This is an optimization exercise on Yosys and OpenROAD, whose aim is small area, a short achievable clock period and few clock cycles per item, not a production implementation. Where RTL was checked, it was by simulation tests only, not by an equivalence proof against the original. No functional check of the RTL was part of run 1. Power figures rest on the tool's default switching activity, not on a simulated workload. The flow treats the clock pin as an ideal source, which a real chip does not have.

## flow/design.v

```verilog
package axil_bridge_pkg;
  typedef enum logic [1:0] {
    RESP_OKAY   = 2'b00,
    RESP_EXOKAY = 2'b01,
    RESP_SLVERR = 2'b10,
    RESP_DECERR = 2'b11
  } axi_resp_e;
  typedef enum logic [3:0] {
    IDLE,
    READ_START,
    AR_HANDSHAKE,
    R_HANDSHAKE,
    READ_END,
    WRITE_START,
    AW_HANDSHAKE,
    W_HANDSHAKE,
    WRITE_END
  } bridge_state_e;
endpackage
module mem_word_next (
  input  logic [32-1:0] q,
  input  logic [32-1:0] wsel,      
  input  logic [32-1:0] wsel_n,    
  input  logic [32-1:0] wcol,
  output logic [32-1:0] d
);
  assign d = ~((q | wsel) & (wsel_n | wcol));
endmodule
module row_dec (
  input  logic             lo,        
  input  logic             lo_n,
  input  logic             hi_n,      
  input  logic             hiw,       
  input  logic             hiw_n,
  input  logic [(32 / 8)-1:0] lob_n,  
  output logic             sel,
  output logic             wsel_n,
  output logic [(32 / 8)-1:0] wsel
);
  assign sel    = ~(lo_n | hi_n);
  assign wsel_n = ~(lo & hiw);
  assign wsel   = ~(lob_n | {(32 / 8){hiw_n}});
endmodule
module rd_sel3 (
  input  logic [32-1:0] sel0,    
  input  logic [32-1:0] sel1,
  input  logic [32-1:0] sel2,
  input  logic [32-1:0] q0,
  input  logic [32-1:0] q1,
  input  logic [32-1:0] q2,
  output logic [32-1:0] y_n
);
  assign y_n = ~((sel0 & q0) | (sel1 & q1) | (sel2 & q2));
endmodule
module vnand3 (
  input  logic [32-1:0] a,
  input  logic [32-1:0] b,
  input  logic [32-1:0] c,
  output logic [32-1:0] y
);
  assign y = ~(a & b & c);
endmodule
module vnand2 (
  input  logic [32-1:0] a,
  input  logic [32-1:0] b,
  output logic [32-1:0] y
);
  assign y = ~(a & b);
endmodule
module vnor2 (
  input  logic [32-1:0] a,
  input  logic [32-1:0] b,
  output logic [32-1:0] y
);
  assign y = ~(a | b);
endmodule
module vinv (
  input  logic [32-1:0] a,
  output logic [32-1:0] y
);
  assign y = ~a;
endmodule
`timescale 1ns/1ps
module axil_mem_subsys (
  input  logic                  clk_i,
  input  logic                  rst_ni,
  input  logic                  req_i,
  output logic                  gnt_o,
  output logic                  rvalid_o,
  input  logic                  we_i,
  input  logic [(32 / 8)-1:0]   be_i,
  input  logic [32-1:0]   addr_i,
  input  logic [32-1:0]   wdata_i,
  output logic [32-1:0]   rdata_o,
  output logic                  err_o
);
  localparam int NW  = 256;
  localparam int DW  = 32;
  localparam int BW  = (32 / 8);
  localparam int NL1 = (NW + 2) / 3;    
  logic [NW*DW-1:0] mem_q;
  logic [NW*DW-1:0] mem_d;
  logic             p_q;
  logic             in_range;
  logic             wr;
  logic [DW-1:0]    wcol;      
  logic [DW-1:0]    rdata_q;
  logic             rvalid_q;
  logic             err_q;
  assign in_range = addr_i[15:10] == '0;
  assign wr       = req_i & we_i & rst_ni;
  logic [15:0]      lo, lo_n, hi_n, hiw, hiw_n;
  logic [16*BW-1:0] lob_n;
  always_comb begin
    for (int k = 0; k < 16; k++) begin
      lo[k]    = addr_i[5:2] == k[3:0];
      lo_n[k]  = ~lo[k];
      hi_n[k]  = ~(in_range & (addr_i[9:6] == k[3:0]));
      hiw[k]   = ~hi_n[k] & wr;
      hiw_n[k] = ~hiw[k];
      for (int b = 0; b < BW; b++) begin
        lob_n[k*BW+b] = ~(lo[k] & be_i[b]);
      end
    end
    for (int i = 0; i < DW; i++) begin
      wcol[i] = be_i[i/8] ? (wdata_i[i] ^ p_q) : 1'b1;
    end
  end
  logic [NW-1:0]    sel;       
  logic [NW-1:0]    wsel_n;    
  logic [NW*BW-1:0] wsel;      
  for (genvar r = 0; r < NW; r++) begin : g_word
    row_dec u_dec (
      .lo     (lo[r%16]),
      .lo_n   (lo_n[r%16]),
      .hi_n   (hi_n[r/16]),
      .hiw    (hiw[r/16]),
      .hiw_n  (hiw_n[r/16]),
      .lob_n  (lob_n[(r%16)*BW +: BW]),
      .sel    (sel[r]),
      .wsel_n (wsel_n[r]),
      .wsel   (wsel[r*BW +: BW])
    );
    mem_word_next u_next (
      .q      (mem_q[r*DW +: DW]),
      .wsel   ({{8{wsel[r*BW+3]}}, {8{wsel[r*BW+2]}}, {8{wsel[r*BW+1]}}, {8{wsel[r*BW]}}}),
      .wsel_n ({DW{wsel_n[r]}}),
      .wcol   (wcol),
      .d      (mem_d[r*DW +: DW])
    );
  end
  always_ff @(posedge clk_i) begin
    p_q   <= ~p_q;
    mem_q <= mem_d;
  end
  logic [NL1*DW-1:0] l1_n;
  for (genvar k = 0; k < NL1; k++) begin : g_l1
    if (3*k+2 < NW) begin : g_full
      rd_sel3 u_sel3 (
        .sel0 ({DW{sel[3*k]}}),
        .sel1 ({DW{sel[3*k+1]}}),
        .sel2 ({DW{sel[3*k+2]}}),
        .q0   (mem_q[(3*k)*DW +: DW]),
        .q1   (mem_q[(3*k+1)*DW +: DW]),
        .q2   (mem_q[(3*k+2)*DW +: DW]),
        .y_n  (l1_n[k*DW +: DW])
      );
    end else begin : g_last
      vnand2 u_sel1 (
        .a ({DW{sel[3*k]}}),
        .b (mem_q[(3*k)*DW +: DW]),
        .y (l1_n[k*DW +: DW])
      );
    end
  end
  logic [DW-1:0] rd;
  logic [29*DW-1:0] t2;
  vnand3 u_t2_0 (.a (l1_n[0*DW +: DW]), .b (l1_n[1*DW +: DW]), .c (l1_n[2*DW +: DW]), .y (t2[0*DW +: DW]));
  vnand3 u_t2_1 (.a (l1_n[3*DW +: DW]), .b (l1_n[4*DW +: DW]), .c (l1_n[5*DW +: DW]), .y (t2[1*DW +: DW]));
  vnand3 u_t2_2 (.a (l1_n[6*DW +: DW]), .b (l1_n[7*DW +: DW]), .c (l1_n[8*DW +: DW]), .y (t2[2*DW +: DW]));
  vnand3 u_t2_3 (.a (l1_n[9*DW +: DW]), .b (l1_n[10*DW +: DW]), .c (l1_n[11*DW +: DW]), .y (t2[3*DW +: DW]));
  vnand3 u_t2_4 (.a (l1_n[12*DW +: DW]), .b (l1_n[13*DW +: DW]), .c (l1_n[14*DW +: DW]), .y (t2[4*DW +: DW]));
  vnand3 u_t2_5 (.a (l1_n[15*DW +: DW]), .b (l1_n[16*DW +: DW]), .c (l1_n[17*DW +: DW]), .y (t2[5*DW +: DW]));
  vnand3 u_t2_6 (.a (l1_n[18*DW +: DW]), .b (l1_n[19*DW +: DW]), .c (l1_n[20*DW +: DW]), .y (t2[6*DW +: DW]));
  vnand3 u_t2_7 (.a (l1_n[21*DW +: DW]), .b (l1_n[22*DW +: DW]), .c (l1_n[23*DW +: DW]), .y (t2[7*DW +: DW]));
  vnand3 u_t2_8 (.a (l1_n[24*DW +: DW]), .b (l1_n[25*DW +: DW]), .c (l1_n[26*DW +: DW]), .y (t2[8*DW +: DW]));
  vnand3 u_t2_9 (.a (l1_n[27*DW +: DW]), .b (l1_n[28*DW +: DW]), .c (l1_n[29*DW +: DW]), .y (t2[9*DW +: DW]));
  vnand3 u_t2_10 (.a (l1_n[30*DW +: DW]), .b (l1_n[31*DW +: DW]), .c (l1_n[32*DW +: DW]), .y (t2[10*DW +: DW]));
  vnand3 u_t2_11 (.a (l1_n[33*DW +: DW]), .b (l1_n[34*DW +: DW]), .c (l1_n[35*DW +: DW]), .y (t2[11*DW +: DW]));
  vnand3 u_t2_12 (.a (l1_n[36*DW +: DW]), .b (l1_n[37*DW +: DW]), .c (l1_n[38*DW +: DW]), .y (t2[12*DW +: DW]));
  vnand3 u_t2_13 (.a (l1_n[39*DW +: DW]), .b (l1_n[40*DW +: DW]), .c (l1_n[41*DW +: DW]), .y (t2[13*DW +: DW]));
  vnand3 u_t2_14 (.a (l1_n[42*DW +: DW]), .b (l1_n[43*DW +: DW]), .c (l1_n[44*DW +: DW]), .y (t2[14*DW +: DW]));
  vnand3 u_t2_15 (.a (l1_n[45*DW +: DW]), .b (l1_n[46*DW +: DW]), .c (l1_n[47*DW +: DW]), .y (t2[15*DW +: DW]));
  vnand3 u_t2_16 (.a (l1_n[48*DW +: DW]), .b (l1_n[49*DW +: DW]), .c (l1_n[50*DW +: DW]), .y (t2[16*DW +: DW]));
  vnand3 u_t2_17 (.a (l1_n[51*DW +: DW]), .b (l1_n[52*DW +: DW]), .c (l1_n[53*DW +: DW]), .y (t2[17*DW +: DW]));
  vnand3 u_t2_18 (.a (l1_n[54*DW +: DW]), .b (l1_n[55*DW +: DW]), .c (l1_n[56*DW +: DW]), .y (t2[18*DW +: DW]));
  vnand3 u_t2_19 (.a (l1_n[57*DW +: DW]), .b (l1_n[58*DW +: DW]), .c (l1_n[59*DW +: DW]), .y (t2[19*DW +: DW]));
  vnand3 u_t2_20 (.a (l1_n[60*DW +: DW]), .b (l1_n[61*DW +: DW]), .c (l1_n[62*DW +: DW]), .y (t2[20*DW +: DW]));
  vnand3 u_t2_21 (.a (l1_n[63*DW +: DW]), .b (l1_n[64*DW +: DW]), .c (l1_n[65*DW +: DW]), .y (t2[21*DW +: DW]));
  vnand3 u_t2_22 (.a (l1_n[66*DW +: DW]), .b (l1_n[67*DW +: DW]), .c (l1_n[68*DW +: DW]), .y (t2[22*DW +: DW]));
  vnand3 u_t2_23 (.a (l1_n[69*DW +: DW]), .b (l1_n[70*DW +: DW]), .c (l1_n[71*DW +: DW]), .y (t2[23*DW +: DW]));
  vnand3 u_t2_24 (.a (l1_n[72*DW +: DW]), .b (l1_n[73*DW +: DW]), .c (l1_n[74*DW +: DW]), .y (t2[24*DW +: DW]));
  vnand3 u_t2_25 (.a (l1_n[75*DW +: DW]), .b (l1_n[76*DW +: DW]), .c (l1_n[77*DW +: DW]), .y (t2[25*DW +: DW]));
  vnand3 u_t2_26 (.a (l1_n[78*DW +: DW]), .b (l1_n[79*DW +: DW]), .c (l1_n[80*DW +: DW]), .y (t2[26*DW +: DW]));
  vnand3 u_t2_27 (.a (l1_n[81*DW +: DW]), .b (l1_n[82*DW +: DW]), .c (l1_n[83*DW +: DW]), .y (t2[27*DW +: DW]));
  vnand2 u_t2_28 (.a (l1_n[84*DW +: DW]), .b (l1_n[85*DW +: DW]), .y (t2[28*DW +: DW]));
  logic [15*DW-1:0] t3;
  vnor2 u_t3_0 (.a (t2[0*DW +: DW]), .b (t2[1*DW +: DW]), .y (t3[0*DW +: DW]));
  vnor2 u_t3_1 (.a (t2[2*DW +: DW]), .b (t2[3*DW +: DW]), .y (t3[1*DW +: DW]));
  vnor2 u_t3_2 (.a (t2[4*DW +: DW]), .b (t2[5*DW +: DW]), .y (t3[2*DW +: DW]));
  vnor2 u_t3_3 (.a (t2[6*DW +: DW]), .b (t2[7*DW +: DW]), .y (t3[3*DW +: DW]));
  vnor2 u_t3_4 (.a (t2[8*DW +: DW]), .b (t2[9*DW +: DW]), .y (t3[4*DW +: DW]));
  vnor2 u_t3_5 (.a (t2[10*DW +: DW]), .b (t2[11*DW +: DW]), .y (t3[5*DW +: DW]));
  vnor2 u_t3_6 (.a (t2[12*DW +: DW]), .b (t2[13*DW +: DW]), .y (t3[6*DW +: DW]));
  vnor2 u_t3_7 (.a (t2[14*DW +: DW]), .b (t2[15*DW +: DW]), .y (t3[7*DW +: DW]));
  vnor2 u_t3_8 (.a (t2[16*DW +: DW]), .b (t2[17*DW +: DW]), .y (t3[8*DW +: DW]));
  vnor2 u_t3_9 (.a (t2[18*DW +: DW]), .b (t2[19*DW +: DW]), .y (t3[9*DW +: DW]));
  vnor2 u_t3_10 (.a (t2[20*DW +: DW]), .b (t2[21*DW +: DW]), .y (t3[10*DW +: DW]));
  vnor2 u_t3_11 (.a (t2[22*DW +: DW]), .b (t2[23*DW +: DW]), .y (t3[11*DW +: DW]));
  vnor2 u_t3_12 (.a (t2[24*DW +: DW]), .b (t2[25*DW +: DW]), .y (t3[12*DW +: DW]));
  vnor2 u_t3_13 (.a (t2[26*DW +: DW]), .b (t2[27*DW +: DW]), .y (t3[13*DW +: DW]));
  vinv u_t3_14 (.a (t2[28*DW +: DW]), .y (t3[14*DW +: DW]));
  logic [5*DW-1:0] t4;
  vnand3 u_t4_0 (.a (t3[0*DW +: DW]), .b (t3[1*DW +: DW]), .c (t3[2*DW +: DW]), .y (t4[0*DW +: DW]));
  vnand3 u_t4_1 (.a (t3[3*DW +: DW]), .b (t3[4*DW +: DW]), .c (t3[5*DW +: DW]), .y (t4[1*DW +: DW]));
  vnand3 u_t4_2 (.a (t3[6*DW +: DW]), .b (t3[7*DW +: DW]), .c (t3[8*DW +: DW]), .y (t4[2*DW +: DW]));
  vnand3 u_t4_3 (.a (t3[9*DW +: DW]), .b (t3[10*DW +: DW]), .c (t3[11*DW +: DW]), .y (t4[3*DW +: DW]));
  vnand3 u_t4_4 (.a (t3[12*DW +: DW]), .b (t3[13*DW +: DW]), .c (t3[14*DW +: DW]), .y (t4[4*DW +: DW]));
  logic [3*DW-1:0] t5;
  vnor2 u_t5_0 (.a (t4[0*DW +: DW]), .b (t4[1*DW +: DW]), .y (t5[0*DW +: DW]));
  vnor2 u_t5_1 (.a (t4[2*DW +: DW]), .b (t4[3*DW +: DW]), .y (t5[1*DW +: DW]));
  vinv u_t5_2 (.a (t4[4*DW +: DW]), .y (t5[2*DW +: DW]));
  logic [1*DW-1:0] t6;
  vnand3 u_t6_0 (.a (t5[0*DW +: DW]), .b (t5[1*DW +: DW]), .c (t5[2*DW +: DW]), .y (t6[0*DW +: DW]));
  assign rd = t6[0*DW +: DW];
  always_ff @(posedge clk_i) begin
    rdata_q <= rd ^ {DW{in_range & p_q}};
  end
  always_ff @(posedge clk_i) begin
    if (!rst_ni) begin
      rvalid_q <= 1'b0;
      err_q    <= 1'b0;
    end else begin
      rvalid_q <= req_i;
      err_q    <= req_i & ~in_range;
    end
  end
  assign gnt_o    = req_i;
  assign rvalid_o = rvalid_q;
  assign err_o    = err_q;
  assign rdata_o  = rdata_q;
endmodule
```

## flow/config.mk

```make
export PLATFORM = sky130hd
export DESIGN_NAME = axil_mem_subsys
export DESIGN_NICKNAME = axil_mem_subsys
export VERILOG_FILES = /design/flow/design.v
export SDC_FILE = /design/flow/constraint.sdc
export NUM_CORES = 8
export LEC_CHECK = 0
export CAP_MARGIN = 20
export CORE_MARGIN = 2
export CORE_UTILIZATION = 65
export SETUP_SLACK_MARGIN = 4.5
export SLEW_MARGIN = 20
export SYNTH_HIERARCHICAL = 1
```

## flow/constraint.sdc

```tcl
create_clock -name core_clock -period 8.0 [get_ports {clk_i}]
set_input_delay 1.6000 -clock core_clock [delete_from_list [all_inputs] [get_ports {clk_i}]]
set_output_delay 1.6000 -clock core_clock [all_outputs]
set_load 0.01 [all_outputs]
```

## flow/standard.sh

```bash
#!/bin/bash
# synth_recipe.tcl (not shown) runs the flow's synth.tcl, then flattens the netlist and writes it again
# the make line also repeats each setting of config.mk as NAME=value (left out here)
make -C /OpenROAD-flow-scripts/flow DESIGN_CONFIG=/design/flow/config.mk WORK_HOME=/design/flow/orfs CLKGATE_MAP_FILE= SYNTH_SCRIPT=/design/flow/synth_recipe.tcl "${@:-finish}"
```

## flow/flow/run.sh

```bash
#!/bin/bash
# The standard layout (standard.sh) with a few ORFS variables changed:
# - REMOVE_ABC_BUFFERS=1: the floorplan step removes synthesis buffers instead
#   of repairing timing before placement, when the high-fanout nets have no
#   buffers yet and every path looks slow;
# - the port buffers are buf_4 (the buf family can be resized for timing);
# - CTS without dummy loads, with larger sink clusters.
# Each tool's output goes to run.log in the work folder; ORFS keeps a log per
# step under orfs/logs.
set -euo pipefail
cd "$(dirname "$0")/.."
bash standard.sh \
  REMOVE_ABC_BUFFERS=1 \
  "BUFFER_PORTS_ARGS=-buffer_cell sky130_fd_sc_hd__buf_4" \
  "CTS_ARGS=-sink_clustering_enable -repair_clock_nets -dont_use_dummy_load -sink_clustering_size 30 -sink_clustering_max_diameter 60" \
  finish > run.log 2>&1
```

==> results of run 1 <==
## modules after synthesis, one instance, submodules excluded
module / flip-flops and latches / copies in the design / cells inside / cell area [um2]
vnor2: 0 / 16 / 32 / 120.1
axil_mem_subsys: 8227 / 1 / 8523 / 166600
rd_sel3: 0 / 85 / 32 / 320.3
vnand2: 0 / 2 / 32 / 120.1
mem_word_next: 0 / 256 / 32 / 200.2
vnand3: 0 / 34 / 32 / 160.2
vinv: 0 / 2 / 32 / 120.1
row_dec: 0 / 256 / 6 / 22.52
## cells by family after synthesis
| group | count (synthesis) | synth area share, % |
|---|---|---|
| flops | 8227 | 63.67 |
| buf+inv | 104 | 0.1746 |
| compound gates | 10910 | 30.34 |
| simple gates | 3391 | 5.505 |
| xor+xnor | 64 | 0.3038 |
## area by class of cell
| type | count | area (um2) | area share, % |
|---|---|---|---|
| sequential | 8227 | 164700 | 54.59 |
| multi-input combinational | 14380 | 103100 | 34.16 |
| timing repair buffer | 1203 | 13420 | 4.449 |
| clock buffer | 521 | 13040 | 4.322 |
| tap | 5242 | 6559 | 2.174 |
| inverter | 81 | 519.2 | 0.1721 |
| antenna | 153 | 382.9 | 0.1269 |
## metrics by stage
stage          power [W]  util, %  hold slack [ns]
6_report         0.06784    76.19           0.4418
5_1_grt          0.06889    76.12           0.4491
4_1_cts          0.06727    75.21           0.4445
3_5_place_dp     0.04349    69.11           0.4358
3_3_place_gp     0.04348    69.10           0.4276
2_1_floorplan    0.04261        -           0.4206
## what timing repair did
action                                  in CTS  in global routing
buffers inserted                           232                 72
endpoints found under the setup margin    7701               4693
pin swaps                                  631                335
gates cloned                                42                 16
resized for setup                         1923                659
## placed cells by master (no fill, tap or decap), types with 4 or more instances in the layout
master / n
nand2_8: 60
xnor2_2: 30
inv_8: 4
inv_1: 56
nand3_2: 189
nand2_1: 297
nand3_4: 94
diode_2: 153
clkbuf_16: 537
nand2_2: 34
inv_2: 9
nand2_4: 61
a222oi_1: 2720
buf_8: 33
nand2b_4: 4
o22ai_1: 8192
dfxtp_1: 8225
bufbuf_16: 13
xnor2_1: 34
nor3_4: 6
buf_4: 791
buf_16: 34
bufinv_16: 4
and2_1: 4
nand3_1: 812
nor2_4: 471
nor2_2: 894
nor2_1: 465
buf_6: 123
buf_12: 191
## sequential cells by signal (all words and copies together) (netlist names)
signal and flops:
mem_q 8192, err_q 1, p_q 1, rvalid_q 1, rdata_q 32
## where the power goes
part	internal [W]	leakage (nW)	switching (W)
logic	0.000356	26.2	0.00153
registers	0.0409	75.5	0.0000164
clock network	0.0116	6.42	0.0134
total	0.0528	108	0.0150
## worst reg2reg max path: stages, from the launching register on
cell     delay, ns
dfxtp_4       0.80
xnor2_1       0.25
nand2_4       0.62
buf_12        0.54
buf_8         0.92
o22ai_1       0.39
## worst paths after layout
path                                  start          end  slack, ns
worst max-delay path             addr_i[13]  rdata_q[24]       3.78
worst min-delay path            mem_q[2013]  mem_q[2013]       0.44
worst max register to register          p_q  mem_q[5176]       4.30
worst min register to register  mem_q[2013]  mem_q[2013]       0.44
## layer usage
| metal | wire length, um | share of wire [%] | vias to the layer above |
|---|---|---|---|
| met4 | 125400 | 11 | 50 |
| met3 | 213800 | 18 | 6116 |
| met2 | 444600 | 38 | 24560 |
| met1 | 380500 | 33 | 122900 |
| li1 | - | - | 101700 |
| met5 | 928 | 0.080 | - |
==> qor.yml, run 1 <==
post-route-period-util_pct: 52.78
timing.max_slew.rel_slack_pct: 4.914
p_per_area_mw_per_mm2: 224.9
final.setup.worst_slack_ns: 3.778
die_area_mm2: 0.4030
drc: 0
first_pass_grt_wire_length_um: 1617000
max_slew.worst_pin.slew_ns: 1.426
critical-path-max-stage-delay_ns: 0.62
finalSetupViolations: 0
slew_violations: 0
gr-usage-met2_pct: 70.09
tritoncts: "built"
layout-drive-gt1-share_pct: 14.76
initial_utilization_pct: 65.32
netlist_top_cells_area: "dfxtp_1 (64%), o22ai_1 (20%), a222oi_1 (11%)"
cp_data_arrival_time_ns: 5.19
postSynthRegisterBits: 8227
skew_ns: 0.07171
area.growth.synth_to_final_pct: 16.64
worst_path_cell_chain: "buf_4 > nor2_1 > buf_6 > and4b_4 > nand2_8 > buf_12 > nor2_2 > buf_4 > a222oi_1 > nand3_1 > nor2_1 > nand3_4 > nor2_4 > nand3_2 > xnor2_2"
postCtsHoldBufs: 0
grt-busiest-layer: "met2"
ys_types: 27
globalRouteOverflowTotal: 0
mappedNetlistArea_mm2: 0.2587
clock_latency_ns: 1.15
finish.net_count: 24490
detailedPlacementHpwl_um: 675900
max_cap_viols: 0
grtUsageMet1_pct: 65.79
grt_setup_unrepaired: "yes"
ctsRootBufferMaster: "clkbuf_16"
worstSetupStartpointType: "primary input"
placed_area_mm2: 0.2737
grt_max_degree: 139
worstSetupPathType: "in2reg"
grt_usage_pct: 54.24
i_o_pin_cnt: 107
design_area_mm2: 0.3017
via_count_of_the_first_global_routing_pass: 228600
hold_viol_final: 0
timing.hold.worst.class: "reg2reg"
port_buffers: 88
synth_most_common_cell: "dfxtp_1"
finish.cell_count_without_fillers: 29810
critical_path_peak_fanout: 32
critPathSlowestCell: "nor2_4"
cp.buffers_inverters: 4
numCtsBuffers: 521
result_of_the_run: "failed layout checks"
clkSlewWorstSetupHoldPaths_ns: 0.06
synth.top_cells.by_count: "dfxtp_1 (8227), o22ai_1 (8192), a222oi_1 (2720)"
finalCriticalPeriod_ns: 4.223
check-failures: "antenna violations"
detail_route.wl_per_cell_um: 39.09
synthFlopType: "dfxtp_1"
n_fill_cell: 27060
power.static_leakage_nw: 108.0
path_delay_family: "simple AND/OR/NAND/NOR gates"
syn_avg_cell_area_um2: 11.40
cts.htree.levels: 6
sequential_to_total_area_share_from_yosys_stat_pct: 63.67
groute.layer.met3.usage_pct: 26.66
maxClockFrequency_ghz: 0.2368
placed_cells_incl_taps: 28770
yosysWarningCount: 7
grt_antenna_before_repair: 78
min_delay_path_depth: 1
cts_max_path_buffers: 4
iteration_count_of_the_initial_detailed_routing_pass: 14
ir_worst_vdd_v: 0.0002622
cts_sinks: 8227
viasPerCell: 8.566
postRouteWirelength_um: 1165000
synth_area_leader_cell: "dfxtp_1"
synth_cells: 22700
ant_nets: 3
timing.critical_path.depth: 15
place_congestion: 1.018
synth_enable_flop_cells: 0
die_h_um: 634.8
die_w_um: 634.8
yosys.area.top_type_share_pct: 63.67
first_iteration_detailed_routing_drc_count: 56200
critPathRequiredTime_ns: 8.97
fin_tns_setup_ns: 0
worst_slack_placed_ns: 1.069
std_cell_rows: 231
timing.reg2reg.worst_path_depth: 5
vias: 255300
design.core.area_mm2: 0.3960
synth_async_sr_flop_share_pct: 0
cp-end-kind: "flip-flop"
==> run 2, diff against run 1 <==
--- a/flow/design.v
+++ b/flow/design.v
@@ -109,18 +109,21 @@
   logic             err_q;
   assign in_range = addr_i[15:10] == '0;
   assign wr       = req_i & we_i & rst_ni;
-  logic [15:0]      lo, lo_n, hi_n, hiw, hiw_n;
-  logic [16*BW-1:0] lob_n;
+  logic [8-1:0]    lo, lo_n;
+  logic [32-1:0]    hi_n, hiw, hiw_n;
+  logic [8*BW-1:0] lob_n;
   always_comb begin
-    for (int k = 0; k < 16; k++) begin
-      lo[k]    = addr_i[5:2] == k[3:0];
-      lo_n[k]  = ~lo[k];
-      hi_n[k]  = ~(in_range & (addr_i[9:6] == k[3:0]));
-      hiw[k]   = ~hi_n[k] & wr;
-      hiw_n[k] = ~hiw[k];
+    for (int k = 0; k < 8; k++) begin
+      lo[k]   = addr_i[4:2] == k[2:0];
+      lo_n[k] = ~lo[k];
       for (int b = 0; b < BW; b++) begin
         lob_n[k*BW+b] = ~(lo[k] & be_i[b]);
       end
+    end
+    for (int k = 0; k < 32; k++) begin
+      hi_n[k]  = ~(in_range & (addr_i[9:5] == k[4:0]));
+      hiw[k]   = ~hi_n[k] & wr;
+      hiw_n[k] = ~hiw[k];
     end
     for (int i = 0; i < DW; i++) begin
       wcol[i] = be_i[i/8] ? (wdata_i[i] ^ p_q) : 1'b1;
@@ -131,12 +134,12 @@
   logic [NW*BW-1:0] wsel;      
   for (genvar r = 0; r < NW; r++) begin : g_word
     row_dec u_dec (
-      .lo     (lo[r%16]),
-      .lo_n   (lo_n[r%16]),
-      .hi_n   (hi_n[r/16]),
-      .hiw    (hiw[r/16]),
-      .hiw_n  (hiw_n[r/16]),
-      .lob_n  (lob_n[(r%16)*BW +: BW]),
+      .lo     (lo[r%8]),
+      .lo_n   (lo_n[r%8]),
+      .hi_n   (hi_n[r/8]),
+      .hiw    (hiw[r/8]),
+      .hiw_n  (hiw_n[r/8]),
+      .lob_n  (lob_n[(r%8)*BW +: BW]),
       .sel    (sel[r]),
       .wsel_n (wsel_n[r]),
       .wsel   (wsel[r*BW +: BW])
==> flow/flow/run.sh (replaced) <==
#!/bin/bash
# The standard layout (standard.sh) with a few ORFS variables changed:
# - REMOVE_ABC_BUFFERS=1: the floorplan step removes synthesis buffers instead
#   of repairing timing before placement, when the high-fanout nets have no
#   buffers yet and every path looks slow;
# - the port buffers are buf_4 (the buf family can be resized for timing);
# - CTS without dummy loads, with larger sink clusters;
# - more rounds of antenna repair after detailed routing.
# Each tool's output goes to run.log in the work folder; ORFS keeps a log per
# step under orfs/logs.
set -euo pipefail
cd "$(dirname "$0")/.."
bash standard.sh \
  REMOVE_ABC_BUFFERS=1 \
  "BUFFER_PORTS_ARGS=-buffer_cell sky130_fd_sc_hd__buf_4" \
  "CTS_ARGS=-sink_clustering_enable -repair_clock_nets -dont_use_dummy_load -sink_clustering_size 30 -sink_clustering_max_diameter 80" \
  MAX_REPAIR_ANTENNAS_ITER_DRT=12 \
  finish > run.log 2>&1
--- a/flow/config.mk
+++ b/flow/config.mk
@@ -7,7 +7,7 @@
 export LEC_CHECK = 0
 export CAP_MARGIN = 20
 export CORE_MARGIN = 2
-export CORE_UTILIZATION = 65
+export CORE_UTILIZATION = 60
 export SETUP_SLACK_MARGIN = 4.5
 export SLEW_MARGIN = 20
 export SYNTH_HIERARCHICAL = 1
==> run 2 against run 1 <==
  * The layout fails its checks (max-slew violations)
  * Flip-flop and latch count stayed put
  * Combinational power increased by 8%
  * Core utilization fell by 5.8 points
  * Register-to-register slack improved by 0.09 ns
  * Largest cell class unchanged
  * Maximum frequency decreased by 1.8%
  * Critical path depth increased by 4
  * Cell area grew 0.28%
==> qor.yml, run 2 <==
combinationalPowerShare_pct: 3.3
max_slew.worst_pin.slew_ns: 2.016
synthFlopType: "dfxtp_1"
yosys.area.top_type_share_pct: 63.71
power.static_leakage_nw: 106.5
cp_data_arrival_time_ns: 5.21
timing.critical_path.depth: 19
grt_max_degree: 149
grt_antenna_before_repair: 26
critPathSlowestCell: "a222oi_1"
max_cap_viols: 0
layout-drive-gt1-share_pct: 16.23
design.core.area_mm2: 0.4300
detailedPlacementHpwl_um: 659800
worst_slack_placed_ns: 1.180
layout_top_registers: "mem_q (8192), rdata_q (32)"
grt_usage_pct: 49.55
finalCriticalPeriod_ns: 4.298
die_w_um: 660.4
timing.max_slew.rel_slack_pct: -34.37
n_fill_cell: 32050
cts_max_path_buffers: 4
switching_share_pct: 22.73
netSwitchingPower_w: 0.01426
post-route-period-util_pct: 53.73
regToRegSetupSlack_ns: 4.39
worstSetupStartpointType: "primary input"
pwr-share-clk_pct: 31.4
hold_viol_final: 0
p_per_area_mw_per_mm2: 207.4
timing.hold.worst.class: "reg2reg"
ir_worst_vdd_v: 0.0001940
synth_async_sr_flop_share_pct: 0
postSynthRegisterBits: 8227
synth_area_leader_cell: "dfxtp_1"
timing.rr.end: "mem_q[2228]"
grt_setup_unrepaired: "yes"
finish.net_count: 24650
cts.htree.levels: 5
most_common_cell_after_layout_fill_and_taps_aside: "dfxtp_1"
netlist_top_cells_area: "dfxtp_1 (64%), o22ai_1 (20%), a222oi_1 (11%)"
sequential_to_total_area_share_from_yosys_stat_pct: 63.71
die_h_um: 660.4
path_delay_family: "simple AND/OR/NAND/NOR gates"
worstHoldStart: "mem_q[7665]"
std_cell_rows: 241
slew_violations: 147
critical_path.most_common_cell: "buf_12"
cp.buffers_inverters: 8
synth_enable_flop_cells: 0
cts_sinks: 8227
critical_path_peak_fanout: 8
final_core_utilization_pct: 70.36
max_ffs_per_register: 8192
synth.top_cells.by_count: "dfxtp_1 (8227), o22ai_1 (8192), a222oi_1 (2720)"
numCtsBuffers: 315
ant_nets: 0
critical-path-max-stage-delay_ns: 0.56
critPathRequiredTime_ns: 8.91
drc: 0
check-failures: "max-slew violations"
cp-end-kind: "flip-flop"
postCtsHoldBufs: 0
yosysWarningCount: 7
ctsRootBufferMaster: "clkbuf_16"
worstSetupPathType: "in2reg"
ys_types: 23
fin_tns_setup_ns: 0
tritoncts: "built"
i_o_pin_cnt: 107
via_count_of_the_first_global_routing_pass: 225600
globalRouteOverflowTotal: 0
power.share.sequential_pct: 65.3
most-common-layout-cells: "dfxtp_1 (8223), o22ai_1 (8184), a222oi_1 (2720)"
synth_cells: 22720
result_of_the_run: "failed layout checks"
place_congestion: 0.9846
area.growth.synth_to_final_pct: 17.02
critical_path.reg2reg.startpoint: "p_q"
min_delay_path_depth: 1
clkSlewWorstSetupHoldPaths_ns: 0.11
skew_ns: 0.05155
timing.reg2reg.worst_path_depth: 4
detail_route.wl_per_cell_um: 37.93
first_pass_grt_wire_length_um: 1599000
first_iteration_detailed_routing_drc_count: 51250
syn_avg_cell_area_um2: 11.38
iteration_count_of_the_initial_detailed_routing_pass: 14
min_delay_worst_endpoint: "mem_q[7665]"
synth_most_common_cell: "dfxtp_1"
port_buffers: 88
vias: 248600
mappedNetlistArea_mm2: 0.2585
final.setup.worst_slack_ns: 3.702
initial_utilization_pct: 60.12
registers.top_by_ff_count: "mem_q"
die_area_mm2: 0.4361
clock_latency_ns: 1.06
postRouteWirelength_um: 1150000
maxClockFrequency_ghz: 0.2327
viasPerCell: 8.200
worst_path_cell_chain: "buf_12 > or3b_4 > nor2_4 > buf_12 > buf_8 > buf_12 > nand2_4 > buf_12 > buf_6 > nor2_4 > buf_12 > buf_12 > a222oi_1 > nand3_2 > nor2_4 > nand3_4 > nor2_4 > nand3_2 > xnor2_1"
finalSetupViolations: 0
internal-power_w: 0.04848
## run 2: cell types whose count changed after synthesis, moves of 16 or more
| cell | delta |
|---|---|
| xnor2_2 | -30 |
| nor2_1 | -16 |
| nand2_1 | -27 |
| and3_1 | +30 |
| xnor2_1 | +30 |
| nand3_1 | +28 |
## run 2: per-stage QoR
stage / power (W) / hold slack [ns] / instances / cell area (um2)
3_3_place_gp: 0.04357 / 0.4276 / 29160 / 273700
4_1_cts: 0.06232 / 0.4472 / 30050 / 295500
2_1_floorplan: 0.04263 / 0.4206 / 22680 / 258400
5_1_grt: 0.06384 / 0.4551 / 30290 / 302500
3_5_place_dp: 0.04358 / 0.4358 / 29160 / 273800
6_report: 0.06274 / 0.4472 / 30310 / 302500
## run 2: worst max path at each step
| stage | slack, ns | start | endpoint |
|---|---|---|---|
| final | 3.70 | addr_i[9] | rdata_q[31] |
| after global routing | 3.85 | addr_i[9] | rdata_q[31] |
| after CTS | 3.97 | addr_i[9] | rdata_q[7] |
| after detailed placement | 1.18 | addr_i[15] | rdata_q[21] |
| after global placement | 1.25 | addr_i[15] | rdata_q[21] |
| after floorplan | 1.19 | addr_i[3] | rdata_q[0] |
## run 2: logic make-up after synthesis
kind of cell	after synthesis	share of synthesized area, %
simple gates	3407	5.557
compound gates	10910	30.36
xor+xnor	64	0.2168
flops	8227	63.71
buf+inv	106	0.1636
## run 2: per-module statistics from Yosys (local to each module, per instance)
| module | flops+latches | copies in the design |
|---|---|---|
| axil_mem_subsys | 8227 | 1 |
| mem_word_next | 0 | 256 |
| rd_sel3 | 0 | 85 |
| row_dec | 0 | 256 |
| vinv | 0 | 2 |
| vnand2 | 0 | 2 |
| vnand3 | 0 | 34 |
| vnor2 | 0 | 16 |
## run 2: routing by layer
metal	vias up	GRT usage [%]	wire [um]
met5	-	0.6095	904
met4	28	44.58	119100
met3	4413	17.78	179000
met2	20500	66.77	457800
met1	121500	61.77	392900
li1	102200	-	-
## run 2: cell type report
cell class              count  area, um2  area share, %
flip-flops and latches   8227     164700          54.44
multi-input cells       14500     106800          35.29
repair buffers           1455      15460          5.111
clock buffers             315       7883          2.606
well taps                5710       7144          2.362
inverters                  73      442.9         0.1464
diodes                     30      75.07        0.02481
repair inverters            4      51.30        0.01696
## run 2: repair_timing
action | in CTS | in global routing
pin swaps | 396 | 355
resized for setup | 2112 | 1035
setup endpoints to repair | 7503 | 6397
buffers inserted | 448 | 223
gates cloned | 127 | 13
## run 2: power by group through the flow
stage / clock (W) / sequential [W] / combinational, W
floorplan: 0 / 0.0419 / 0.000734
global placement: 0 / 0.0419 / 0.00166
detailed placement: 0 / 0.0419 / 0.00167
CTS: 0.0195 / 0.0410 / 0.00183
global route: 0.0209 / 0.0410 / 0.00197
finish: 0.0197 / 0.0410 / 0.00205
Testbench counts of run 2, summed over its fixed seeds: cycles 4,808, accesses 4,800.

==> afterwards: timing with drivers on the ports <==
The flow's constraints put no driver on any port. The routed layouts listed below were extracted and timed again, unchanged, in two steps.
Step 1: set_driving_cell puts a clkbuf_16 on clk_i and a buf_2 on each other input, an assumption about the parent block.
Step 2 times the ports against the registers' clock, not the clock port: input delays grow and output delays shrink by t, the midpoint of the rising clock arrivals with the driver on.
Three values: no drivers, after step 1, after step 2; two values: the first two.
run	shift t [ns]	slack for setup (ns)	worst data-port slew with drivers (ns)
run 1	1.238	3.777 / 3.682 / 2.444	0.34
run 2	1.178	3.702 / 3.786 / 2.608	0.12
For run 1, which loses most, drivers alone change the setup slack by -0.095 ns; drivers and shift together by -1.333 ns.
